This design comes from an exercise in tuning for small area, a short achievable clock period and few clock cycles per item on the open sky130 flow, not from production work. The RTL was checked by simulation tests, not by an equivalence proof against the original design. No activity file was given, so power comes from the tool's default toggle rates.

File: flow/run.sh
#!/bin/bash
# Layout flow: the standard flow (standard.sh), except that the buffers placed on the input
# and output ports are plain buffers (buf_1) rather than the placer's default choice. Every port
# still gets its own buffer. Each tool's output is kept in the ORFS logs under orfs/logs.
set -euo pipefail
bash standard.sh "BUFFER_PORTS_ARGS=-buffer_cell sky130_fd_sc_hd__buf_1" finish > flow_standard.log 2>&1
File: standard.sh
#!/bin/bash
# synth_recipe.tcl (not shown) runs the flow's synth.tcl, then flattens the netlist and writes it again
# the make line also repeats each setting of config.mk as NAME=value (left out here)
make -C /OpenROAD-flow-scripts/flow DESIGN_CONFIG=/design/flow/config.mk WORK_HOME=/design/flow/orfs CLKGATE_MAP_FILE= SYNTH_SCRIPT=/design/flow/synth_recipe.tcl "${@:-finish}"
File: config.mk
export PLATFORM = sky130hd
export DESIGN_NAME = sort_pipe
export DESIGN_NICKNAME = sort_pipe
export VERILOG_FILES = /design/flow/design.v
export SDC_FILE = /design/flow/constraint.sdc
export NUM_CORES = 4
export LEC_CHECK = 0
export ABC_AREA = 1
export CAP_MARGIN = 20
export CORE_MARGIN = 2
export CORE_UTILIZATION = 25
export PLACE_DENSITY = 0.35
export SETUP_SLACK_MARGIN = 2.0
export SLEW_MARGIN = 20
File: constraint.sdc
create_clock -name core_clock -period 4.5 [get_ports {clk}]
set_input_delay 0.9000 -clock core_clock [delete_from_list [all_inputs] [get_ports {clk}]]
set_output_delay 0.9000 -clock core_clock [all_outputs]
set_load 0.01 [all_outputs]
File: design.v
module sort_pipe #(
  parameter int DATA_W   = 8,
  parameter int LOG_SIZE = 4,
  parameter int SIZE     = 2**LOG_SIZE,
  parameter int SIGNED   = 0
) (
  input  logic                       clk,
  input  logic                       rst,
  input  logic                       i_valid,
  output logic                       o_ready,
  input  logic                       i_desc,
  input  logic [DATA_W*SIZE-1:0]     i_din,
  output logic                       o_valid,
  input  logic                       i_ready,
  output logic                       o_desc,
  output logic [DATA_W*SIZE-1:0]     o_dout,
  output logic [LOG_SIZE*SIZE-1:0]   o_idx
);
  localparam int KW = DATA_W*SIZE;
  localparam int IW = LOG_SIZE*SIZE;
  localparam int NP = SIZE*(SIZE-1)/2;
  function automatic int pidx(input int i, input int j);
    pidx = i*SIZE - i*(i+1)/2 + (j - i - 1);
  endfunction
  function automatic logic key_le(input logic [DATA_W-1:0] a, input logic [DATA_W-1:0] b);
    logic c;
    c = 1'b1;
    for (int i = 0; i < DATA_W; i++) c = (~a[i] & b[i]) | ((~a[i] | b[i]) & c);
    key_le = c;
  endfunction
  function automatic logic [1:0] fadd(input logic a, input logic b, input logic c);
    fadd = {(a & b) | (a & c) | (b & c), a ^ b ^ c};
  endfunction
  function automatic logic [9:0] pc_first(input logic [14:0] v);
    logic [4:0] s, c;
    for (int i = 0; i < 5; i++) {c[i], s[i]} = fadd(v[3*i], v[3*i+1], v[3*i+2]);
    pc_first = {c, s};
  endfunction
  function automatic logic [5:0] pc_rest(input logic [9:0] f);
    logic [4:0] s, c;
    logic [1:0] x, u, b0, m;
    {c, s} = f;
    x  = fadd(s[0], s[1], s[2]);                       
    u  = fadd(c[0], c[1], c[2]);
    b0 = fadd(x[0], s[3], s[4]);                       
    m  = fadd(u[0], c[3], c[4]);
    pc_rest = {u[1], m[1], x[1], b0[1], m[0], b0[0]};
  endfunction
  logic              w_ce;
  logic              r1_vld, r1_desc, r2_vld, r2_desc, r3_vld, r3_desc;
  logic [KW-1:0]     r1_key, r2_key, r3_key;
  logic [NP-1:0]     r1_c;                 
  logic [6*SIZE-1:0] r2_rank;
  logic [IW-1:0]     r3_idx;
  assign w_ce    = ~r3_vld | i_ready;
  assign o_ready = w_ce;
  logic [DATA_W-1:0] w_kx [SIZE];
  logic [NP-1:0]     w_c;
  logic [6*SIZE-1:0] w_rank;
  for (genvar i = 0; i < SIZE; i++) begin : g_kx
    logic [DATA_W-1:0] k;
    assign k = i_din[i*DATA_W +: DATA_W];
    assign w_kx[i] = (SIGNED != 0) ? {~k[DATA_W-1] ^ i_desc, k[DATA_W-2:0] ^ {(DATA_W-1){i_desc}}}
                                   : k ^ {DATA_W{i_desc}};
  end
  for (genvar i = 0; i < SIZE; i++) begin : g_ci
    for (genvar j = i + 1; j < SIZE; j++) begin : g_cj
      assign w_c[pidx(i, j)] = key_le(w_kx[i], w_kx[j]);
    end
  end
  for (genvar j = 0; j < SIZE; j++) begin : g_rank
    logic [SIZE-2:0] pre;
    for (genvar i = 0; i < SIZE; i++) begin : g_pre
      if (i < j) begin : g_lo
        assign pre[i] = r1_c[pidx(i, j)];
      end else if (i > j) begin : g_hi
        assign pre[i-1] = ~r1_c[pidx(j, i)];
      end
    end
    assign w_rank[j*6 +: 6] = pc_rest(pc_first(pre));
  end
  logic [SIZE-1:0] w_sel [SIZE];           
  logic [KW-1:0]   w_dout;
  logic [IW-1:0]   w_idx;
  for (genvar j = 0; j < SIZE; j++) begin : g_dec
    logic [1:0] w4;
    logic [2:0] w2;
    logic       b0;
    logic [3:0] t;                         
    logic [2:0] f;                         
    logic [7:0] h;                         
    assign {w4, w2, b0} = r2_rank[j*6 +: 6];
    assign t[0] = ~w2[0] & ~w2[1] & ~w2[2];
    assign t[1] = (w2 == 3'b001) | (w2 == 3'b010) | (w2 == 3'b100);
    assign t[2] = (w2 == 3'b011) | (w2 == 3'b101) | (w2 == 3'b110);
    assign t[3] = w2[0] & w2[1] & w2[2];
    assign f[0] = ~w4[0] & ~w4[1];
    assign f[1] = w4[0] ^ w4[1];
    assign f[2] = w4[0] & w4[1];
    assign h[0] = t[0] & f[0];
    assign h[1] = t[1] & f[0];
    assign h[2] = (t[2] & f[0]) | (t[0] & f[1]);
    assign h[3] = (t[3] & f[0]) | (t[1] & f[1]);
    assign h[4] = (t[2] & f[1]) | (t[0] & f[2]);
    assign h[5] = (t[3] & f[1]) | (t[1] & f[2]);
    assign h[6] = t[2] & f[2];
    assign h[7] = t[3] & f[2];
    for (genvar r = 0; r < SIZE; r++) begin : g_r
      assign w_sel[j][r] = h[r / 2] & (b0 == 1'(r % 2));
    end
  end
  for (genvar r = 0; r < SIZE; r++) begin : g_out
    logic [DATA_W-1:0]   k;
    logic [LOG_SIZE-1:0] x;
    always_comb begin
      k = '0;
      x = '0;
      for (int j = 0; j < SIZE; j++) begin
        if (w_sel[j][r]) begin
          k = k | r2_key[j*DATA_W +: DATA_W];
          x = x | LOG_SIZE'(j);
        end
      end
    end
    assign w_dout[r*DATA_W +: DATA_W]  = k;
    assign w_idx[r*LOG_SIZE +: LOG_SIZE] = x;
  end
  always_ff @(posedge clk) begin
    if (rst) begin
      r1_vld <= 1'b0;
      r2_vld <= 1'b0;
      r3_vld <= 1'b0;
    end else if (w_ce) begin
      r1_vld <= i_valid;
      r2_vld <= r1_vld;
      r3_vld <= r2_vld;
    end
  end
  always_ff @(posedge clk) begin
    if (w_ce) begin
      r1_desc <= i_desc;
      r1_key  <= i_din;
      r1_c    <= w_c;
      r2_desc <= r1_desc;
      r2_key  <= r1_key;
      r2_rank <= w_rank;
      r3_desc <= r2_desc;
      r3_key  <= w_dout;
      r3_idx  <= w_idx;
    end
  end
  assign o_valid = r3_vld;
  assign o_desc  = r3_desc;
  assign o_dout  = r3_key;
  assign o_idx   = r3_idx;
endmodule
==> flow_summary.ini, run 1 <==
[status]
status = no timing/DRC/antenna violations

[timing]
skew_ns = 0.0955
setup-tns-final_ns = 0
post-route-period-util_pct = 59.3
maxSlewViolCount = 0
slew_headroom_pct = 21.1
fin_ws_ns = 1.83
hold_violations = 0
fin_crit_ns = 2.67
setup-violations-final = 0
rsz0062_at_grt = yes
max_clock_freq_mhz = 375
max_slew.worst_pin.slew_ns = 1.18

[power_and_ir_drop]
comb_power_share_pct = 68.7
p_leak_nw = 37.2
cellInternalPower_w = 0.0241
clockPowerShare_pct = 12.4
pwr-share-seq_pct = 18.9
power_w = 0.0598
switching_share_pct = 59.7
p_switching_w = 0.0357
p_per_area_mw_per_mm2 = 775
vdd_drop_max_mv = 0.483

[global_routing]
grt_use_total_pct = 40.5
grt_overflow = 0
grt_pass1_wl_mm = 699
antenna_found_initial = 40
grt_max_degree = 123
grt_pass1_vias = 71096

[setup_path]
required_ns = 5.02
cp-end-kind = flip-flop
r2r_setup_slack_ns = 1.83
worst-path-max-fanout = 5
start_kind = flip-flop
worstSetupPathType = reg -> reg
reg2reg_to = r3_key[102]$_DFFE_PP_
cp-startpoint = r2_key[94]$_DFFE_PP_
endpoint = r3_key[102]$_DFFE_PP_
worst_ep_arrival_time_ns = 3.19
reg2reg_from = r2_key[94]$_DFFE_PP_
reg2reg_depth = 7

[synthesis]
ys_top_cells_by_area = edfxtp_1, nand2_1, nand3_1
syn_area_mm2 = 0.0634
yosysWarningCount = 3
synthCells = 10084
yosysTopAreaCell = edfxtp_1
yosysUniqueCellTypes = 35
ys_seq_area_share_pct = 31.7
synth-main-ff-cell = edfxtp_1
ys_top_cells_by_count = nand2_1, inv_1, nand3_1
synthArstFlopShare_pct = 0
synth-seq-cells = 670
syn_nets = 10393
synth.top_cell.area_share_pct = 31.6
synth_area_per_cell_um2 = 6.29
yosysMostFrequentCell = nand2_1
synth_edf_count = 667

[min_path]
hold_start = i_valid
worstHoldPathType = in -> reg

[run]
drv_cap = 0

[drt]
routed_wl_mm = 542
drc = 0
wl_per_cell_um = 38.9
vias = 79327
via_per_inst = 5.69
drt_iter0_drc = 12696
firstDrtPassIters = 7
ant_nets = 0

[cells_and_area]
syn_to_final_growth_pct = 21.7
fin_area_mm2 = 0.0772
final_nets = 10800
layout-drive-gt1-share_pct = 11.7
utilization_pct = 30.6

[clocking]
clock_latency_ns = 0.80
holdBufCountCts = 0
cts_inserted_buffers = 84
htree_levels = 3
clockRootBuffer = clkbuf_16
cts_max_path_buffers = 3
path_clk_slew_ns = 0.06
cts_sinks = 670
cts_tree = yes

[placement]
place_hpwl_mm = 390
gp_congestion = 1.06
port_buffers = 327
post-place-ws_ns = 0.606
place_area_mm2 = 0.0704

[die]
die_w_um = 508
pin_count = 328
chipHeight_um = 508
die-area_mm2 = 0.258
start_util_pct = 25.2
rows = 184
coreArea_mm2 = 0.252
final cells by class:
| class | count | area (um2) |
|---|---|---|
| fillers | 27988 | 175000 |
| multi-input cells | 7145 | 36700 |
| flip-flops and latches | 670 | 20100 |
| repair buffers | 962 | 6870 |
| inverters | 1628 | 6270 |
| well taps | 3348 | 4190 |
| clock buffers | 99 | 2160 |
| clock inverters | 57 | 803 |
| diodes | 26 | 65.1 |
cell families after synthesis:
| logic type | synth area share, % |
|---|---|
| buffers and inverters | 13.9 |
| xor gates and xnor gates | 2.04 |
| AOI/OAI and AO/OA | 7.47 |
| DFF | 31.7 |
| adders and majority gates | 5.18 |
| and+or+nand+nor | 39.7 |
flip-flops by register name (all words and copies together), names as in the netlist:
name and cells:
r1_c 120, r1_key 128, r3_vld 1, r2_key 128, r3_idx 64, r1_vld 1
r2_vld 1, r2_desc 1, r1_desc 1, r3_key 128, r3_desc 1, r2_rank 96
repair_timing:
item	CTS	global route
buffers inserted	97	54
gates resized for setup	313	225
pin swaps	31	28
cloned	3	2
setup endpoints to repair	335	359
metal layers:
layer  vias up  track usage (%)  routed length, um
met5         -           0.0370                116
met4        18             30.0              50300
met2      6199             60.7             229000
met1     38405             49.9             205000
li1      32953                -                  -
met3      1752             10.7              57200
power groups by stage:
stage / logic (W) / clock network [W] / registers [W]
detailed placement: 0.0362 / 0 / 0.0118
CTS: 0.0381 / 0.00756 / 0.0113
finish: 0.0411 / 0.00741 / 0.0113
floorplan: 0.0170 / 0 / 0.0112
global route: 0.0418 / 0.00778 / 0.0114
global placement: 0.0361 / 0 / 0.0118
worst min-delay path by stage:
| stage | to | cells after the start | slack, ns |
|---|---|---|---|
| finish | r1_vld$_SDFFE_PP0P_ | 3 | 0.35 |
| global route | r1_vld$_SDFFE_PP0P_ | 3 | 0.32 |
| CTS | r1_vld$_SDFFE_PP0P_ | 2 | 0.28 |
| detailed placement | r2_key[0]$_DFFE_PP_ | 0 | 0.40 |
| global placement | r2_key[37]$_DFFE_PP_ | 0 | 0.40 |
| floorplan | r2_desc$_DFFE_PP_ | 0 | 0.40 |
placed cells by master, fill, tap and decap left out, types with 16 or more instances in the layout:
cell type	netlist	routed
a21oi_1	139	138
buf_1	56	324
buf_12	0	35
buf_4	9	551
buf_6	6	26
clkbuf_16	0	86
clkinv_1	2	16
clkinv_2	0	16
clkinvlp_4	0	37
diode_2	0	26
edfxtp_1	667	667
fa_1	144	121
fa_2	0	23
ha_1	32	21
inv_1	1622	1565
inv_2	4	20
nand2_1	3665	3497
nand2_2	0	103
nand2_4	0	51
nand3_1	1294	1241
nand3_2	0	45
nand4_1	255	255
nor2_1	691	656
nor2_2	0	19
nor2_4	0	16
nor3_1	137	106
nor3_2	0	19
o2111ai_1	40	40
o21ai_0	247	245
o22ai_1	379	379
xnor2_2	44	38
xnor2_4	4	27
per-stage QoR:
step,std cells,hold slack [ns]
after floorplan,10084,0.400
after global routing,13911,0.322
after CTS,13853,0.277
final,13935,0.348
after detailed placement,13597,0.405
after global placement,13590,0.401
worst max-delay path, stage by stage, from the launching register on:
cell	delay [ns]
edfxtp_1	0.62
inv_1	0.55
buf_4	0.42
o21ai_0	0.16
inv_1	0.24
nand2_1	0.15
nor2_1	0.14
nand2_1	0.10
Testbench counts, summed over its fixed seeds: cycles 3,224, items 3,200.
==> inputs of run 2 (changes only) <==
--- a/design.v
+++ b/design.v
@@ -48,12 +48,13 @@
   endfunction
   logic              w_ce;
   logic              r1_vld, r1_desc, r2_vld, r2_desc, r3_vld, r3_desc;
+  logic              r3_vld_port;        
   logic [KW-1:0]     r1_key, r2_key, r3_key;
   logic [NP-1:0]     r1_c;                 
   logic [6*SIZE-1:0] r2_rank;
   logic [IW-1:0]     r3_idx;
   assign w_ce    = ~r3_vld | i_ready;
-  assign o_ready = w_ce;
+  assign o_ready = ~r3_vld_port | i_ready;
   logic [DATA_W-1:0] w_kx [SIZE];
   logic [NP-1:0]     w_c;
   logic [6*SIZE-1:0] w_rank;
@@ -126,6 +127,9 @@
     assign w_idx[r*LOG_SIZE +: LOG_SIZE] = x;
   end
   always_ff @(posedge clk) begin
+    r3_vld_port <= ~rst & ((r2_vld & w_ce) | (r3_vld_port & ~i_ready));
+  end
+  always_ff @(posedge clk) begin
     if (rst) begin
       r1_vld <= 1'b0;
       r2_vld <= 1'b0;
@@ -149,7 +153,7 @@
       r3_idx  <= w_idx;
     end
   end
-  assign o_valid = r3_vld;
+  assign o_valid = r3_vld_port;
   assign o_desc  = r3_desc;
   assign o_dout  = r3_key;
   assign o_idx   = r3_idx;
--- a/config.mk
+++ b/config.mk
@@ -9,6 +9,6 @@
 export CAP_MARGIN = 20
 export CORE_MARGIN = 2
 export CORE_UTILIZATION = 25
-export PLACE_DENSITY = 0.35
+export PLACE_DENSITY = 0.4
 export SETUP_SLACK_MARGIN = 2.0
 export SLEW_MARGIN = 20
==> flow_summary.ini, run 2 <==
[synthesis]
yosysMostFrequentCell = nand2_1
yosysTopAreaCell = edfxtp_1
synth-seq-cells = 671
synthSimpleGateAreaFrac_pct = 39.8
ys_top_cells_by_area = edfxtp_1, nand2_1, nand3_1
ys_seq_area_share_pct = 31.8
yosysWarningCount = 3
synth.top_cell.area_share_pct = 31.7
synth_edf_count = 667
synthCells = 9997
yosysUniqueCellTypes = 37
synth_mux_area_share_pct = 0
yosys.area_share.adder_pct = 5.19
ys_top_cells_by_count = nand2_1, inv_1, nand3_1
syn_nets = 10306
synth_xor_area_share_pct = 2.10
syn_area_mm2 = 0.0633
synth_area_per_cell_um2 = 6.33
synth_top_family_by_area = simple AND/OR/NAND/NOR gates
synth-main-ff-cell = edfxtp_1
synthArstFlopShare_pct = 0
synth_compound_area_share_pct = 7.47

[timing]
fin_crit_ns = 2.71
max_clock_freq_mhz = 369
maxSlewViolCount = 0
fin_ws_ns = 1.79
max_slew.worst_pin.slew_ns = 1.28
hold_ws_ns = 0.377
setup-violations-final = 0
setup-tns-final_ns = 0
skew_ns = 0.0700
hold_violations = 0
rsz0062_at_grt = yes
slew_headroom_pct = 14.5
post-route-period-util_pct = 60.2

[cells_and_area]
mostFrequentLayoutCells = nand2_1, inv_1, nand3_1, edfxtp_1, nor2_1
top_regs = r1_key (128), r2_key (128), r3_key (128)
syn_to_final_growth_pct = 21.0
utilization_pct = 30.4
mostFrequentLayoutCell = nand2_1
final_nets = 10730
layout-drive-gt1-share_pct = 11.4

[global_routing]
grt_pass1_vias = 71911
antenna_found_initial = 62
grt_use_total_pct = 39.0
grt_pass1_wl_mm = 679
grt_max_degree = 97
grt_overflow = 0

[placement]
gp_congestion = 1.14
post-place-ws_ns = 0.700
place_hpwl_mm = 363
port_buffers = 327

[clocking]
cts_max_path_buffers = 3
clock_latency_ns = 0.77
htree_levels = 3
cts_inserted_buffers = 81
clockRootBuffer = clkbuf_16
cts_tree = yes
cts_sinks = 671
path_clk_slew_ns = 0.06

[min_path]
worstHoldPathType = in -> reg
hold_path_depth = 3

[setup_path]
required_ns = 5.12
cpMostUsedCell = nand2_1
path_cells = ha_1 > nand4_1 > nor2_2 > nand2_1 > o21ai_0 > inv_1 > nand2_1 > nor2_1 > nand2_1
worst_path_max_delay_cell = nor2_2
cp_top_family = simple AND/OR/NAND/NOR gates
worstSetupPathType = reg -> reg
reg2reg_depth = 9
cp_num_buf_inv = 1
worst_ep_arrival_time_ns = 3.33
worst-path-max-fanout = 10
cp-end-kind = flip-flop
critPathMaxStageDelay_ns = 0.67
start_kind = flip-flop
cp.depth = 9

[die]
start_util_pct = 25.1
pin_count = 328
coreArea_mm2 = 0.252
chipHeight_um = 507
die-area_mm2 = 0.257
die_w_um = 507
rows = 184

[drt]
ant_nets = 0
routed_wl_mm = 523
drc = 0
vias = 80431
drt_iter0_drc = 13872
wl_per_cell_um = 37.7
via_per_inst = 5.80
firstDrtPassIters = 22

[power_and_ir_drop]
comb_power_share_pct = 68.5
vdd_drop_max_mv = 0.509
switching_share_pct = 60.2
pwr-share-seq_pct = 19.5
p_leak_nw = 36.5
cellInternalPower_w = 0.0232
p_switching_w = 0.0350
clockPowerShare_pct = 12.0
p_per_area_mw_per_mm2 = 760

[status]
status = no timing/DRC/antenna violations

[run]
drv_cap = 0
## run 2: stage by stage
| step | cells | power [W] | cell area (um2) |
|---|---|---|---|
| 6_report | 13866 | 0.0582 | 76600 |
| 5_1_grt | 13839 | 0.0590 | 76500 |
| 4_1_cts | 13752 | 0.0549 | 74800 |
| 3_5_place_dp | 13519 | 0.0470 | 70200 |
| 3_3_place_gp | 13518 | 0.0469 | 70100 |
| 2_1_floorplan | 9997 | 0.0282 | 63300 |
## run 2: kinds of logic (layout without fill, tap and decap cells)
logic type,after synthesis,after routing
simple gates,6035,6035
buf+inv,2212,2701
compound gates,809,809
flops,671,671
fa+ha+maj,176,176
xor+xnor,94,94
other cells,0,32
## run 2: area by class of cell
class                   count  area (um2)
repair buffers            984        7090
multi-input cells        7114       36200
fillers                 27716      175000
repair inverters            2        12.5
flip-flops and latches    671       20100
clock buffers              96        2110
diodes                     32        80.1
well taps                3348        4190
inverters                1567        6070
clock inverters            52         654
## run 2: final timing paths
path | from | endpoint | slack [ns]
hold / removal | i_valid | r1_vld$_SDFFE_PP0N_ | 0.38
hold reg to reg | r1_key[67]$_DFFE_PN_ | r2_key[67]$_DFFE_PN_ | 0.39
setup reg to reg | r2_rank[77]$_DFFE_PN_ | r3_key[106]$_DFFE_PN_ | 1.79
setup / recovery | r2_rank[77]$_DFFE_PN_ | r3_key[106]$_DFFE_PN_ | 1.79
## run 2: power groups by stage
stage / clock network, W / registers (W) / logic, W
CTS: 0.00713 / 0.0114 / 0.0364
detailed placement: 0 / 0.0116 / 0.0354
global placement: 0 / 0.0115 / 0.0354
finish: 0.00697 / 0.0113 / 0.0398
floorplan: 0 / 0.0112 / 0.0170
global route: 0.00733 / 0.0115 / 0.0402
## run 2: worst min-delay path: cells and delay by family
family	cells	cell delay [ns]
AOI/OAI and AO/OA	1	0.05
buffers and inverters	1	0.07
and+or+nand+nor	1	0.06
## run 2: layer usage
| layer | global-route usage, % | wire (um) | up-vias | part of all wire, % |
|---|---|---|---|---|
| met4 | 29.4 | 50400 | 38 | 9.6 |
| met5 | 0.278 | 389 | - | 0.074 |
| li1 | - | - | 32856 | - |
| met1 | 47.3 | 195000 | 38387 | 37 |
| met2 | 56.2 | 211000 | 6960 | 40 |
| met3 | 14.2 | 66000 | 2190 | 13 |
## run 2: repair_timing
item | CTS | global route
pin swaps | 4 | 28
setup endpoints to repair | 312 | 230
resized for setup | 261 | 209
buffers inserted | 81 | 79
cloned | 4 | 3
hold buffers | 0 | 0
Testbench counts of run 2, summed over its fixed seeds: cycles 3,224, items 3,200.
==> inputs of run 3 (changes only) <==
--- a/config.mk
+++ b/config.mk
@@ -9,6 +9,6 @@
 export CAP_MARGIN = 20
 export CORE_MARGIN = 2
 export CORE_UTILIZATION = 25
-export PLACE_DENSITY = 0.4
+export PLACE_DENSITY = 0.35
 export SETUP_SLACK_MARGIN = 2.0
 export SLEW_MARGIN = 20
==> flow_summary.ini, run 3 <==
[status]
status = no timing/DRC/antenna violations

[synthesis]
synth_area_per_cell_um2 = 6.33
ys_top_cells_by_area = edfxtp_1, nand2_1, nand3_1
synth-seq-cells = 671
yosysWarningCount = 3
synth_edf_count = 667
ys_top_cells_by_count = nand2_1, inv_1, nand3_1
yosysMostFrequentCell = nand2_1
ys_seq_area_share_pct = 31.8
synth-main-ff-cell = edfxtp_1
yosysUniqueCellTypes = 37
syn_area_mm2 = 0.0633
synthArstFlopShare_pct = 0
synth.top_cell.area_share_pct = 31.7
syn_nets = 10306
yosysTopAreaCell = edfxtp_1
synthCells = 9997

[setup_path]
cp.depth = 7
r2r_setup_slack_ns = 1.86
endpoint = r3_key[12]$_DFFE_PN_
cp-startpoint = r2_rank[48]$_DFFE_PN_
reg2reg_depth = 7
path_cells = buf_8 > nand3_1 > inv_1 > nand2_1 > o2111ai_1 > nor2_1 > nand2_1
cp-end-kind = flip-flop
critPathMaxStageDelay_ns = 0.51
reg2reg_from = r2_rank[48]$_DFFE_PN_
required_ns = 5.04
worst_ep_arrival_time_ns = 3.18
worst_path_max_delay_cell = buf_8
start_kind = flip-flop
cpMostUsedCell = nand2_1
cp_num_buf_inv = 2
cp_top_family = buffers and inverters
reg2reg_to = r3_key[12]$_DFFE_PN_
worstSetupPathType = reg -> reg
worst-path-max-fanout = 49

[cells_and_area]
top_regs = r1_key (128), r2_key (128), r3_key (128)
mostFrequentLayoutCells = nand2_1, inv_1, nand3_1, edfxtp_1, nor2_1
nFillCells = 27862
final_nets = 10680
mostFrequentLayoutCell = nand2_1
syn_to_final_growth_pct = 19.7
layout-drive-gt1-share_pct = 10.4
multi_input_area_mm2 = 0.0361
ff_latch_area_mm2 = 0.0201
fin_area_mm2 = 0.0758

[clocking]
cts_inserted_buffers = 83
clock_latency_ns = 0.77
clockRootBuffer = clkbuf_16
cts_sinks = 671
path_clk_slew_ns = 0.06
htree_levels = 3
cts_max_path_buffers = 3
cts_tree = yes
holdBufCountCts = 0

[timing]
hold_violations = 0
max_clock_freq_mhz = 379
setup-tns-final_ns = 0
post-route-period-util_pct = 58.7
max_slew.worst_pin.slew_ns = 1.18
setup-violations-final = 0
skew_ns = 0.0961
rsz0062_at_grt = yes
slew_headroom_pct = 21.1
maxSlewViolCount = 0
fin_crit_ns = 2.64

[die]
die_w_um = 507
coreArea_mm2 = 0.252
pin_count = 328
chipHeight_um = 507
rows = 184
start_util_pct = 25.1
die-area_mm2 = 0.257

[drt]
met3_length_mm = 63.0
wl_met1_mm = 202
vias = 80133
ant_nets = 0
wl_met2_mm = 219
drt_iter0_drc = 13868
drc = 0
routed.top_layer = met5
wl_per_cell_um = 38.4
routed_wl_mm = 532
firstDrtPassIters = 9
via_per_inst = 5.79

[global_routing]
grt_pass1_vias = 71799
grt_pass1_wl_mm = 691
grt_use_total_pct = 39.8
antenna_found_initial = 62
grt_max_degree = 81
grt_overflow = 0

[placement]
port_buffers = 327
place_hpwl_mm = 369
gp_congestion = 1.09
place_area_mm2 = 0.0702

[min_path]
worstHoldPathType = in -> reg

[run]
drv_cap = 0

[power_and_ir_drop]
vdd_drop_max_mv = 0.444
p_per_area_mw_per_mm2 = 762
p_leak_nw = 36.2
-- run 3: cell counts after synthesis --
Identical to the previous run, type by type.
-- run 3: what timing repair did --
item                                    4_1_cts  5_1_grt
endpoints found under the setup margin      307      212
cloned                                        3        2
buffers inserted                             64       35
resized for setup                           231      188
pin swaps                                     7       19
-- run 3: final cells by class --
class | instances | share of cell area [%]
well taps | 3348 | 5.53
flip-flops and latches | 671 | 26.5
repair buffers | 934 | 8.67
diodes | 60 | 0.198
inverters | 1567 | 7.95
clock inverters | 48 | 0.666
clock buffers | 98 | 2.82
multi-input cells | 7114 | 47.6
-- run 3: worst min path at each step --
stage                    startpoint                   end  depth (start not counted)
2_1_floorplan     r1_desc$_DFFE_PN_     r2_desc$_DFFE_PN_                          0
3_3_place_gp   r1_key[52]$_DFFE_PN_  r2_key[52]$_DFFE_PN_                          0
3_5_place_dp      r1_desc$_DFFE_PN_     r2_desc$_DFFE_PN_                          0
4_1_cts                     i_valid   r1_vld$_SDFFE_PP0N_                          3
5_1_grt                     i_valid   r1_vld$_SDFFE_PP0N_                          3
6_report                    i_valid   r1_vld$_SDFFE_PP0N_                          3
-- run 3: logic make-up after synthesis --
family	share of synthesized area (%)
AOI/OAI and AO/OA	7.47
xor gates and xnor gates	2.10
adders and majority gates	5.19
buffers and inverters	13.6
DFF	31.8
and+or+nand+nor	39.8
-- run 3: tightest hold or removal path, stage by stage --
cell and delay (ns):
buf_1 0.07, nand2_1 0.06, a21oi_1 0.06
-- run 3: per-layer routing --
metal / global-route usage [%] / vias up
met2: 58.3 / 6788
met5: 0.0185 / -
met1: 49.5 / 38602
met3: 12.4 / 1922
met4: 28.3 / 34
li1: - / 32787
-- run 3: where the power goes --
group | switching [W] | internal, W
combinational | 0.0304 | 0.00916
clock | 0.00299 | 0.00371
sequential | 0.00152 | 0.00995
-- run 3: per-stage QoR --
step	utilization [%]	hold WS [ns]	worst slack (ns)	cells	total power, W
2_1_floorplan	-	0.400	0.417	9997	0.0282
3_3_place_gp	27.9	0.401	0.646	13529	0.0473
3_5_place_dp	27.9	0.405	0.697	13530	0.0474
4_1_cts	29.6	0.321	1.89	13743	0.0549
5_1_grt	30.1	0.372	1.86	13796	0.0587
6_report	30.1	0.385	1.86	13840	0.0577
==> inputs of run 4 (changes only) <==
--- a/config.mk
+++ b/config.mk
@@ -10,5 +10,5 @@
 export CORE_MARGIN = 2
 export CORE_UTILIZATION = 25
 export PLACE_DENSITY = 0.35
-export SETUP_SLACK_MARGIN = 2.0
+export SETUP_SLACK_MARGIN = 2.2
 export SLEW_MARGIN = 20
==> flow_summary.ini, run 4 <==
[placement]
place_hpwl_mm = 369
port_buffers = 327
gp_congestion = 1.09
dpl.cell_count = 13530

[synthesis]
yosysWarningCount = 3
synth_area_per_cell_um2 = 6.33
synth-main-ff-cell = edfxtp_1
synthCells = 9997
ys_seq_area_share_pct = 31.8
synthArstFlopShare_pct = 0
ys_top_cells_by_count = nand2_1, inv_1, nand3_1
synth.top_cell.area_share_pct = 31.7
synth-seq-cells = 671
yosysUniqueCellTypes = 37
syn_nets = 10306
ys_top_cells_by_area = edfxtp_1, nand2_1, nand3_1
yosysMostFrequentCell = nand2_1
yosysTopAreaCell = edfxtp_1
syn_area_mm2 = 0.0633
synth_edf_count = 667

[setup_path]
path_cells = buf_4 > fa_2 > fa_2 > fa_2
cpMostUsedCell = fa_2
required_ns = 4.94
worstSetupPathType = reg -> reg
start_kind = flip-flop
worst_ep_arrival_time_ns = 3.00
worst-path-max-fanout = 2
cp-end-kind = flip-flop
cp_top_family = adder cells
worst_path_max_delay_cell = fa_2
cp_num_buf_inv = 1
critPathMaxStageDelay_ns = 0.62

[global_routing]
grt_pass1_vias = 72723
grtUsageMet1_pct = 49.6
gr-usage-met3_pct = 12.7
met2_usage_pct = 58.2
grt_use_total_pct = 40.0
antenna_found_initial = 56
grt_pass1_wl_mm = 694
grt_max_degree = 81
busiest_layer = met2
grt_overflow = 0

[power_and_ir_drop]
p_switching_w = 0.0370
power_w = 0.0622
pwr-share-seq_pct = 18.5
p_leak_nw = 37.9
cellInternalPower_w = 0.0252
vdd_drop_max_mv = 0.399
clockPowerShare_pct = 10.8
p_per_area_mw_per_mm2 = 772
comb_power_share_pct = 70.7
switching_share_pct = 59.5

[cells_and_area]
mostFrequentLayoutCells = nand2_1, inv_1, nand3_1, edfxtp_1, buf_4
syn_to_final_growth_pct = 27.3
mostFrequentLayoutCell = nand2_1
layout-drive-gt1-share_pct = 15.9
multi_input_area_mm2 = 0.0381
final_cells = 14069
final_nets = 10920
nFillCells = 27596
top_regs = r1_key (128), r2_key (128), r3_key (128)
ff_latch_area_mm2 = 0.0201

[status]
status = no timing/DRC/antenna violations

[die]
chipHeight_um = 507
die_w_um = 507
coreArea_mm2 = 0.252
rows = 184
die-area_mm2 = 0.257
pin_count = 328
start_util_pct = 25.1

[drt]
drt_iter0_drc = 14080
firstDrtPassIters = 12
vias = 82183
ant_nets = 0
routed_wl_mm = 543
wl_per_cell_um = 38.6
drc = 0
via_per_inst = 5.84

[clocking]
cts_max_path_buffers = 3
clock_latency_ns = 0.77
cts_tree = yes
clockRootBuffer = clkbuf_16
htree_levels = 3
cts_inserted_buffers = 83
cts_sinks = 671
path_clk_slew_ns = 0.06

[timing]
max_slew.worst_pin.slew_ns = 1.19
max_clock_freq_mhz = 391
setup-violations-final = 0
rsz0062_at_grt = yes
setup-tns-final_ns = 0
fin_crit_ns = 2.56
skew_ns = 0.0964
hold_violations = 0
post-route-period-util_pct = 56.8
slew_headroom_pct = 20.9
maxSlewViolCount = 0

[run]
drv_cap = 0

[min_path]
worstHoldPathType = in -> reg
-- run 4: per-stage QoR --
| stage | cell area (um2) | hold WS, ns | util (%) | worst slack (ns) |
|---|---|---|---|---|
| 2_1_floorplan | 63300 | 0.400 | - | 0.417 |
| 3_3_place_gp | 70100 | 0.401 | 27.9 | 0.646 |
| 3_5_place_dp | 70200 | 0.405 | 27.9 | 0.697 |
| 4_1_cts | 76900 | 0.321 | 30.6 | 1.97 |
| 5_1_grt | 80400 | 0.372 | 32.0 | 1.94 |
| 6_report | 80500 | 0.381 | 32.0 | 1.94 |
-- run 4: repair_timing --
action / 4_1_cts / 5_1_grt
setup buffers: 185 / 137
hold buffers: 0 / 0
gates cloned: 5 / 17
setup endpoints to repair: 369 / 307
pin swaps: 73 / 113
gates resized for setup: 578 / 481
-- run 4: layout make-up --
class	count	share of cell area (%)
multi-input cells	7125	47.3
flip-flops and latches	671	25.0
repair buffers	1161	11.5
inverters	1567	7.63
well taps	3348	5.20
clock buffers	98	2.65
clock inverters	48	0.626
diodes	49	0.152
repair inverters	2	0.0155
-- run 4: cell families after synthesis --
family,count (synthesis),share of synthesized area [%]
flops,671,31.8
fa+ha+maj,176,5.19
xor+xnor,94,2.10
compound gates,809,7.47
simple gates,6035,39.8
buf+inv,2212,13.6
-- run 4: worst register-to-register path, stage by stage (launching register included) --
cell	delay, ns
edfxtp_1	0.49
buf_4	0.19
fa_2	0.49
fa_2	0.62
fa_2	0.49
-- run 4: layer usage --
metal	share of wire (%)	wire length, um
met5	0.064	345
met4	9.5	51400
met3	12	66500
met2	41	221000
met1	38	204000
-- run 4: final timing paths --
| kind | to | slack, ns | cells past startpoint | start |
|---|---|---|---|---|
| worst max-delay path | r2_rank[36]$_DFFE_PN_ | 1.94 | 4 | r1_c[19]$_DFFE_PN_ |
| worst min-delay path | r1_vld$_SDFFE_PP0N_ | 0.38 | 3 | i_valid |
| worst max register to register | r2_rank[36]$_DFFE_PN_ | 1.94 | 4 | r1_c[19]$_DFFE_PN_ |
| worst min register to register | r2_key[71]$_DFFE_PN_ | 0.40 | 0 | r1_key[71]$_DFFE_PN_ |
-- run 4: power by group through the flow --
stage	Combinational [W]	Clock, W	Sequential [W]
floorplan	0.0170	0	0.0112
global placement	0.0357	0	0.0116
detailed placement	0.0358	0	0.0116
CTS	0.0384	0.00685	0.0114
global route	0.0443	0.00708	0.0116
finish	0.0440	0.00672	0.0115
==> inputs of run 5 (changes only) <==
==> flow/run.sh (replaced) <==
#!/bin/bash
# Layout flow:
#  1. the standard synthesis (standard.sh synth);
#  2. the combinational logic between the registers is mapped to the cell library again by ABC
#     (flow/abc_remap.script: area-oriented mapping with a delay target, then ABC's buffering
#     and gate sizing; the largest and-or cells, whose many pins are hard to reach when routing,
#     are left out). Every register keeps the name and cell type the standard synthesis gave
#     it; the yosys log is remap.log;
#  3. the rest of the standard flow, with plain buffers (buf_1) on the ports. Every port
#     still gets its own buffer. Each tool's output is kept in the ORFS logs under orfs/logs.
set -euo pipefail
RES=$PWD/orfs/results/$FLOW_PLATFORM/sort_pipe/base
LIB=$FLOW_HOME/platforms/$FLOW_PLATFORM/lib/sky130_fd_sc_hd__tt_025C_1v80.lib

bash standard.sh synth > flow_synth.log 2>&1
cp $RES/1_2_yosys.v standard_synth.v

DONT_USE="sky130_fd_sc_hd__a222oi_1 sky130_fd_sc_hd__a2111oi_0 sky130_fd_sc_hd__a2111oi_1 sky130_fd_sc_hd__o2111ai_1 sky130_fd_sc_hd__a2111o_1 sky130_fd_sc_hd__o2111a_1 sky130_fd_sc_hd__probe_p_8 sky130_fd_sc_hd__probec_p_8 sky130_fd_sc_hd__lpflow_bleeder_1 sky130_fd_sc_hd__lpflow_clkbufkapwr_1 sky130_fd_sc_hd__lpflow_clkbufkapwr_16 sky130_fd_sc_hd__lpflow_clkbufkapwr_2 sky130_fd_sc_hd__lpflow_clkbufkapwr_4 sky130_fd_sc_hd__lpflow_clkbufkapwr_8 sky130_fd_sc_hd__lpflow_clkinvkapwr_1 sky130_fd_sc_hd__lpflow_clkinvkapwr_16 sky130_fd_sc_hd__lpflow_clkinvkapwr_2 sky130_fd_sc_hd__lpflow_clkinvkapwr_4 sky130_fd_sc_hd__lpflow_clkinvkapwr_8 sky130_fd_sc_hd__lpflow_decapkapwr_12 sky130_fd_sc_hd__lpflow_decapkapwr_3 sky130_fd_sc_hd__lpflow_decapkapwr_4 sky130_fd_sc_hd__lpflow_decapkapwr_6 sky130_fd_sc_hd__lpflow_decapkapwr_8 sky130_fd_sc_hd__lpflow_inputiso0n_1 sky130_fd_sc_hd__lpflow_inputiso0p_1 sky130_fd_sc_hd__lpflow_inputiso1n_1 sky130_fd_sc_hd__lpflow_inputiso1p_1 sky130_fd_sc_hd__lpflow_inputisolatch_1 sky130_fd_sc_hd__lpflow_isobufsrc_1 sky130_fd_sc_hd__lpflow_isobufsrc_16 sky130_fd_sc_hd__lpflow_isobufsrc_2 sky130_fd_sc_hd__lpflow_isobufsrc_4 sky130_fd_sc_hd__lpflow_isobufsrc_8 sky130_fd_sc_hd__lpflow_isobufsrckapwr_16 sky130_fd_sc_hd__lpflow_lsbuf_lh_hl_isowell_tap_1 sky130_fd_sc_hd__lpflow_lsbuf_lh_hl_isowell_tap_2 sky130_fd_sc_hd__lpflow_lsbuf_lh_hl_isowell_tap_4 sky130_fd_sc_hd__lpflow_lsbuf_lh_isowell_4 sky130_fd_sc_hd__lpflow_lsbuf_lh_isowell_tap_1 sky130_fd_sc_hd__lpflow_lsbuf_lh_isowell_tap_2 sky130_fd_sc_hd__lpflow_lsbuf_lh_isowell_tap_4"
DU_ARGS=""
for c in $DONT_USE; do DU_ARGS="$DU_ARGS -dont_use $c"; done
printf 'set_driving_cell sky130_fd_sc_hd__buf_1\nset_load 5\n' > abc_remap.constr

cat > remap.ys <<EOS
read_liberty -ignore_miss_func $LIB
read_verilog standard_synth.v
hierarchy -top $FLOW_TOP
setattr -mod -set blackbox 1 sky130_fd_sc_hd__*df*
flatten
opt
abc -script $PWD/flow/abc_remap.script -liberty $LIB $DU_ARGS -constr $PWD/abc_remap.constr -D 2500
opt_clean -purge
hilomap -singleton -hicell sky130_fd_sc_hd__conb_1 HI -locell sky130_fd_sc_hd__conb_1 LO
splitnets
opt_clean -purge
insbuf -buf sky130_fd_sc_hd__buf_4 A X
check
stat -liberty $LIB
write_verilog -noattr -nohex -nodec remapped.v
EOS
yosys -l remap.log remap.ys > /dev/null 2>&1
cp remapped.v $RES/1_2_yosys.v
rm -f $RES/1_synth.odb
bash standard.sh "BUFFER_PORTS_ARGS=-buffer_cell sky130_fd_sc_hd__buf_1" finish > flow_standard.log 2>&1
==> flow/abc_remap.script (new file) <==
strash
&get -n
&fraig -x
&put
scorr
dc2
strash
&get -n
&dch -f
&nf -D 2500
&put
buffer -c
topo
stime -c
upsize -c
dnsize -c
--- a/config.mk
+++ b/config.mk
@@ -10,5 +10,5 @@
 export CORE_MARGIN = 2
 export CORE_UTILIZATION = 25
 export PLACE_DENSITY = 0.35
-export SETUP_SLACK_MARGIN = 2.2
+export SETUP_SLACK_MARGIN = 2.0
 export SLEW_MARGIN = 20
==> flow_summary.ini, run 5 <==
[global_routing]
antenna_found_initial = 48
grt_use_total_pct = 38.0
grt_overflow = 0
grt_pass1_vias = 58198
grt_pass1_wl_mm = 558
grt_max_degree = 126

[clocking]
clock_latency_ns = 0.77
cts_sinks = 671
cts_inserted_buffers = 80
htree_levels = 3
clockRootBuffer = clkbuf_16
cts_max_path_buffers = 3
holdBufCountCts = 0
path_clk_slew_ns = 0.07
cts_tree = yes

[cells_and_area]
nFillCells = 21602
layout-drive-gt1-share_pct = 33.0
mostFrequentLayoutCell = buf_4
final_nets = 6673
utilization_pct = 35.5
fin_area_mm2 = 0.0751
mostFrequentLayoutCells = buf_4, a22oi_1, edfxtp_1, o22ai_1, buf_1
syn_to_final_growth_pct = 41.0
final_cells = 9434
top_regs = r1_key (128), r2_key (128), r3_key (128)

[min_path]
hold_path_depth = 0
worstHoldPathType = reg -> reg

[drt]
firstDrtPassIters = 14
wl_per_cell_um = 45.6
drt_iter0_drc = 10667
vias = 63665
drc = 0
ant_nets = 0
routed_wl_mm = 431
via_per_inst = 6.75

[synthesis]
syn_area_mm2 = 0.0533
synthCells = 5723
synth_area_per_cell_um2 = 9.31
yosysWarningCount = 3
syn_nets = 5856

[power_and_ir_drop]
p_leak_nw = 26.2
vdd_drop_max_mv = 0.356
p_per_area_mw_per_mm2 = 775

[setup_path]
cp.depth = 6
cp_num_buf_inv = 0
start_kind = flip-flop
required_ns = 4.97
worst-path-max-fanout = 8
worstSetupPathType = reg -> reg
worst_path_max_delay_cell = edfxtp_1
worst_ep_arrival_time_ns = 3.18
cp_top_family = simple AND/OR/NAND/NOR gates
critPathMaxStageDelay_ns = 0.50
path_cells = maj3_2 > a32o_4 > and3_4 > a221oi_2 > nand4_1 > or3_4
cp-end-kind = flip-flop
reg2reg_depth = 6

[timing]
max_slew.worst_pin.slew_ns = 1.25
fin_crit_ns = 2.71
fin_ws_ns = 1.79
max_clock_freq_mhz = 369
hold_violations = 0
setup-tns-final_ns = 0
post-route-period-util_pct = 60.2
slew_headroom_pct = 15.9
maxSlewViolCount = 0
setup-violations-final = 0
skew_ns = 0.0551
rsz0062_at_grt = yes

[placement]
port_buffers = 327
gp_congestion = 1.06
place_hpwl_mm = 301
place_area_mm2 = 0.0620
dpl.cell_count = 8739
post-place-ws_ns = -0.489

[die]
die_w_um = 466
rows = 169
pin_count = 328
chipHeight_um = 466
start_util_pct = 25.1
coreArea_mm2 = 0.212
die-area_mm2 = 0.217

[status]
status = no timing/DRC/antenna violations

[run]
drv_cap = 0
[run 5: layout make-up]
class,count,area [um2],share of cell area (%)
inverters,27,101,0.135
well taps,2821,3530,4.70
diodes,16,40.0,0.0533
repair buffers,1484,12200,16.2
multi-input cells,4276,36600,48.7
clock buffers,95,2080,2.77
flip-flops and latches,671,20100,26.8
clock inverters,44,477,0.635
[run 5: worst paths after layout]
kind	startpoint	endpoint	slack [ns]
worst max-delay path	r2_rank[14]$_DFFE_PN_	r3_key[79]$_DFFE_PN_	1.79
worst min-delay path	r1_key[59]$_DFFE_PN_	r2_key[59]$_DFFE_PN_	0.37
worst max register to register	r2_rank[14]$_DFFE_PN_	r3_key[79]$_DFFE_PN_	1.79
worst min register to register	r1_key[59]$_DFFE_PN_	r2_key[59]$_DFFE_PN_	0.37
[run 5: worst register-to-register path: stages (launching register included)]
cell and delay, ns:
edfxtp_1 0.50, maj3_2 0.46, a32o_4 0.45, and3_4 0.26, a221oi_2 0.16, nand4_1 0.13
or3_4 0.45
[run 5: metal layers]
layer	GRT usage [%]	share of wire, %	vias to the layer above
li1	-	-	24700
met4	29.3	9.9	28
met3	12.0	11	1710
met1	46.5	38	31703
met5	0.0220	0.074	-
met2	55.4	41	5524
[run 5: timing repair]
| action | CTS | global route |
|---|---|---|
| setup buffers | 362 | 159 |
| gates cloned | 13 | 6 |
| pin swaps | 177 | 193 |
| endpoints found under the setup margin | 300 | 222 |
| resized for setup | 733 | 368 |
[run 5: power breakdown]
group	switching, W	internal, W	total, W
clock network	0.00294	0.00368	0.00662
registers	0.00197	0.00987	0.0118
logic	0.0245	0.0153	0.0397
[run 5: through the flow]
step / hold WS [ns] / power, W
floorplan: 0.400 / 0.0269
global placement: 0.401 / 0.0415
detailed placement: 0.405 / 0.0415
CTS: 0.374 / 0.0537
global route: 0.408 / 0.0592
finish: 0.374 / 0.0582
==> inputs of run 6 (changes only) <==
--- a/design.v
+++ b/design.v
@@ -36,28 +36,28 @@
     for (int i = 0; i < 5; i++) {c[i], s[i]} = fadd(v[3*i], v[3*i+1], v[3*i+2]);
     pc_first = {c, s};
   endfunction
-  function automatic logic [5:0] pc_rest(input logic [9:0] f);
+  function automatic logic [4:0] pc_rest(input logic [9:0] f);
     logic [4:0] s, c;
-    logic [1:0] x, u, b0, m;
+    logic [1:0] s2, s3, a, d, e;
     {c, s} = f;
-    x  = fadd(s[0], s[1], s[2]);                       
-    u  = fadd(c[0], c[1], c[2]);
-    b0 = fadd(x[0], s[3], s[4]);                       
-    m  = fadd(u[0], c[3], c[4]);
-    pc_rest = {u[1], m[1], x[1], b0[1], m[0], b0[0]};
+    s2 = fadd(s[0], s[1], s[2]);                       
+    s3 = fadd(s[3], s[4], s2[0]);
+    a  = fadd(c[0], c[1], c[2]);                       
+    d  = fadd(c[3], c[4], s2[1]);
+    e  = fadd(a[0], d[0], s3[1]);
+    pc_rest = {a[1], d[1], e[1], e[0], s3[0]};
   endfunction
   logic              w_ce;
   logic              r1_vld, r1_desc, r2_vld, r2_desc, r3_vld, r3_desc;
-  logic              r3_vld_port;        
   logic [KW-1:0]     r1_key, r2_key, r3_key;
   logic [NP-1:0]     r1_c;                 
-  logic [6*SIZE-1:0] r2_rank;
+  logic [5*SIZE-1:0] r2_rank;
   logic [IW-1:0]     r3_idx;
   assign w_ce    = ~r3_vld | i_ready;
-  assign o_ready = ~r3_vld_port | i_ready;
+  assign o_ready = w_ce;
   logic [DATA_W-1:0] w_kx [SIZE];
   logic [NP-1:0]     w_c;
-  logic [6*SIZE-1:0] w_rank;
+  logic [5*SIZE-1:0] w_rank;
   for (genvar i = 0; i < SIZE; i++) begin : g_kx
     logic [DATA_W-1:0] k;
     assign k = i_din[i*DATA_W +: DATA_W];
@@ -78,36 +78,25 @@
         assign pre[i-1] = ~r1_c[pidx(j, i)];
       end
     end
-    assign w_rank[j*6 +: 6] = pc_rest(pc_first(pre));
+    assign w_rank[j*5 +: 5] = pc_rest(pc_first(pre));
   end
   logic [SIZE-1:0] w_sel [SIZE];           
   logic [KW-1:0]   w_dout;
   logic [IW-1:0]   w_idx;
   for (genvar j = 0; j < SIZE; j++) begin : g_dec
-    logic [1:0] w4;
-    logic [2:0] w2;
-    logic       b0;
-    logic [3:0] t;                         
-    logic [2:0] f;                         
-    logic [7:0] h;                         
-    assign {w4, w2, b0} = r2_rank[j*6 +: 6];
-    assign t[0] = ~w2[0] & ~w2[1] & ~w2[2];
-    assign t[1] = (w2 == 3'b001) | (w2 == 3'b010) | (w2 == 3'b100);
-    assign t[2] = (w2 == 3'b011) | (w2 == 3'b101) | (w2 == 3'b110);
-    assign t[3] = w2[0] & w2[1] & w2[2];
-    assign f[0] = ~w4[0] & ~w4[1];
-    assign f[1] = w4[0] ^ w4[1];
-    assign f[2] = w4[0] & w4[1];
-    assign h[0] = t[0] & f[0];
-    assign h[1] = t[1] & f[0];
-    assign h[2] = (t[2] & f[0]) | (t[0] & f[1]);
-    assign h[3] = (t[3] & f[0]) | (t[1] & f[1]);
-    assign h[4] = (t[2] & f[1]) | (t[0] & f[2]);
-    assign h[5] = (t[3] & f[1]) | (t[1] & f[2]);
-    assign h[6] = t[2] & f[2];
-    assign h[7] = t[3] & f[2];
+    logic [2:0] w4;
+    logic [1:0] lo2;
+    logic [3:0] hi, lo;
+    assign {w4, lo2} = r2_rank[j*5 +: 5];
+    assign hi[0] = ~w4[0] & ~w4[1] & ~w4[2];
+    assign hi[1] = (w4 == 3'b001) | (w4 == 3'b010) | (w4 == 3'b100);
+    assign hi[2] = (w4 == 3'b011) | (w4 == 3'b101) | (w4 == 3'b110);
+    assign hi[3] = w4[0] & w4[1] & w4[2];
+    for (genvar v = 0; v < 4; v++) begin : g_lo
+      assign lo[v] = lo2 == 2'(v);
+    end
     for (genvar r = 0; r < SIZE; r++) begin : g_r
-      assign w_sel[j][r] = h[r / 2] & (b0 == 1'(r % 2));
+      assign w_sel[j][r] = hi[r / 4] & lo[r % 4];
     end
   end
   for (genvar r = 0; r < SIZE; r++) begin : g_out
@@ -125,9 +114,6 @@
     end
     assign w_dout[r*DATA_W +: DATA_W]  = k;
     assign w_idx[r*LOG_SIZE +: LOG_SIZE] = x;
-  end
-  always_ff @(posedge clk) begin
-    r3_vld_port <= ~rst & ((r2_vld & w_ce) | (r3_vld_port & ~i_ready));
   end
   always_ff @(posedge clk) begin
     if (rst) begin
@@ -153,7 +139,7 @@
       r3_idx  <= w_idx;
     end
   end
-  assign o_valid = r3_vld_port;
+  assign o_valid = r3_vld;
   assign o_desc  = r3_desc;
   assign o_dout  = r3_key;
   assign o_idx   = r3_idx;
==> flow_summary.ini, run 6 <==
[status]
status = finished with violations
violatedChecks = antenna violations

[cells_and_area]
syn_to_final_growth_pct = 39.4
nFillCells = 20507
mostFrequentLayoutCells = buf_4, a22oi_1, edfxtp_1, buf_1, nand2_1
final_nets = 6375
top_regs = r1_key (128), r2_key (128), r3_key (128)
layout-drive-gt1-share_pct = 31.9
utilization_pct = 35.0
mostFrequentLayoutCell = buf_4

[setup_path]
cp_top_family = simple AND/OR/NAND/NOR gates
start_kind = flip-flop
required_ns = 4.83
reg2reg_from = r2_rank[34]$_DFFE_PP_
cpMostUsedCell = buf_6
path_cells = or3_4 > nand2b_4 > buf_4 > buf_6 > nor2_1 > buf_6 > a22oi_1 > nand4_1
worst_ep_arrival_time_ns = 3.03
worstSetupPathType = reg -> reg
worst-path-max-fanout = 10
worst_path_max_delay_cell = nand4_1
cp_num_buf_inv = 3
critPathMaxStageDelay_ns = 0.45
cp-startpoint = r2_rank[34]$_DFFE_PP_
cp-end-kind = flip-flop

[die]
chipHeight_um = 454
start_util_pct = 25.1
die_w_um = 454
rows = 165
pin_count = 328
die-area_mm2 = 0.206
coreArea_mm2 = 0.202

[placement]
post-place-ws_ns = 0.311
port_buffers = 327
place_hpwl_mm = 287
gp_congestion = 1.07

[clocking]
cts_max_path_buffers = 3
path_clk_slew_ns = 0.07
cts_tree = yes
clockRootBuffer = clkbuf_16
cts_inserted_buffers = 82
cts_sinks = 654
clock_latency_ns = 0.78
htree_levels = 3
holdBufCountCts = 0

[power_and_ir_drop]
p_switching_w = 0.0260
switching_share_pct = 50.5
vdd_drop_max_mv = 0.354
comb_power_share_pct = 65.4
clockPowerShare_pct = 13.0
cellInternalPower_w = 0.0255
pwr-share-seq_pct = 21.6
p_per_area_mw_per_mm2 = 731
p_leak_nw = 24.8

[drt]
ant_nets = 1
via_per_inst = 6.75
drc = 0
wl_per_cell_um = 46.3
firstDrtPassIters = 8
vias = 60694
routed_wl_mm = 416
drt_iter0_drc = 9584

[global_routing]
antenna_found_initial = 36
grt_overflow = 0
grt_pass1_vias = 55256
grt_use_total_pct = 38.5
grt_max_degree = 161
grt_pass1_wl_mm = 537

[timing]
skew_ns = 0.0650
max_slew.worst_pin.slew_ns = 1.13
setup-violations-final = 0
fin_crit_ns = 2.70
post-route-period-util_pct = 60.1
fin_ws_ns = 1.80
maxSlewViolCount = 0
slew_headroom_pct = 24.8
hold_violations = 0
rsz0062_at_grt = yes
max_clock_freq_mhz = 370

[synthesis]
syn_nets = 5511
synthCells = 5378
synth_area_per_cell_um2 = 9.42
syn_area_mm2 = 0.0507
yosysWarningCount = 3

[run]
drv_cap = 0

[min_path]
worstHoldPathType = in -> reg
hold_start = i_valid
==> run 6: path summary, 6_finish.rpt <==
| kind | endpoint | slack, ns | cells past startpoint |
|---|---|---|---|
| worst min-delay path | r1_vld$_SDFFE_PP0P_ | 0.36 | 3 |
| worst min register to register | r2_key[83]$_DFFE_PP_ | 0.40 | 0 |
| worst max-delay path | r3_key[47]$_DFFE_PP_ | 1.80 | 8 |
| worst max register to register | r3_key[47]$_DFFE_PP_ | 1.80 | 8 |
==> run 6: worst reg2reg max path: stages (launching register included) <==
cell and delay (ns):
edfxtp_1 0.43, or3_4 0.43, nand2b_4 0.12, buf_4 0.18, buf_6 0.19, nor2_1 0.09, buf_6 0.18, a22oi_1 0.19
nand4_1 0.45
==> run 6: timing repair <==
action | 4_1_cts | 5_1_grt
setup buffers | 199 | 281
pin swaps | 69 | 179
endpoints found under the setup margin | 299 | 212
cloned | 2 | 18
resized for setup | 471 | 456
==> run 6: metal layers <==
layer | wire length (um) | vias to the layer above | GRT usage [%]
met2 | 179000 | 4884 | 58.4
met4 | 43300 | 10 | 30.2
met3 | 42200 | 1657 | 11.4
met1 | 152000 | 30551 | 45.5
li1 | - | 23592 | -
met5 | 60 | - | 0
==> run 6: layout make-up <==
class	instances	area [um2]	area share [%]
antenna	20	50.0	0.0709
clock buffer	97	2110	2.99
clock inverter	51	527	0.746
inverter	26	101	0.144
multi-input combinational	4070	33800	47.8
sequential	654	19600	27.8
tap	2672	3340	4.74
timing repair buffer	1408	11100	15.7
==> run 6: power groups by stage <==
stage	Clock, W	Sequential [W]	Combinational (W)
floorplan	0	0.0108	0.0139
global placement	0	0.0116	0.0262
detailed placement	0	0.0117	0.0262
CTS	0.00687	0.0113	0.0294
global route	0.00706	0.0113	0.0344
finish	0.00672	0.0111	0.0337
==> run 6: metrics by stage <==
step	hold WS, ns	cells	cell area [um2]	power (W)	setup TNS [ns]
CTS	0.293	8679	65500	0.0475	0
global route	0.340	8980	70600	0.0527	0
detailed placement	0.405	8330	58800	0.0378	0
floorplan	0.400	5378	52500	0.0248	-4427.79
finish	0.356	8998	70600	0.0516	0
global placement	0.401	8330	58800	0.0378	0
Testbench counts of run 6, summed over its fixed seeds: cycles 3,224, items 3,200.

what the ideal ports hide:
The results above use ideal ports. As a check the final layouts listed here were re-extracted and re-timed, cells and wires unchanged.
Step 1: set_driving_cell puts a clkbuf_16 on clk and a buf_2 on each other input, an assumption about the parent block.
Step 2 adds t to the input delays and takes it off the output delays; t is the mean of the earliest and latest rising clock arrival at the registers after step 1. Input paths then give back, and output paths get back, about the clock's delay inside the block.
Three values: ideal ports, drivers, drivers and shift; two values: the first two.
| run | t (ns) | setup WS [ns] | slew at the worst register clock pin (ns) | pins driven straight from the clock port |
|---|---|---|---|---|
| run 1 | 0.853 | 1.832 / 1.804 / 1.197 | 0.07 / 0.07 | 1 |
| run 2 | 0.824 | 1.793 / 1.793 / 1.243 | 0.08 / 0.08 | 1 |
| run 3 | 0.828 | 1.860 / 1.860 / 1.181 | 0.07 / 0.07 | 1 |
| run 4 | 0.824 | 1.942 / 1.942 / 1.312 | 0.07 / 0.07 | 1 |
| run 5 | 0.838 | 1.789 / 1.789 / 1.014 | 0.07 / 0.07 | 1 |
| run 6 | 0.841 | 1.797 / 1.797 / 1.020 | 0.07 / 0.07 | 1 |
For run 6, which loses most, drivers alone change the setup slack by 0.000 ns; drivers and shift together by -0.777 ns.
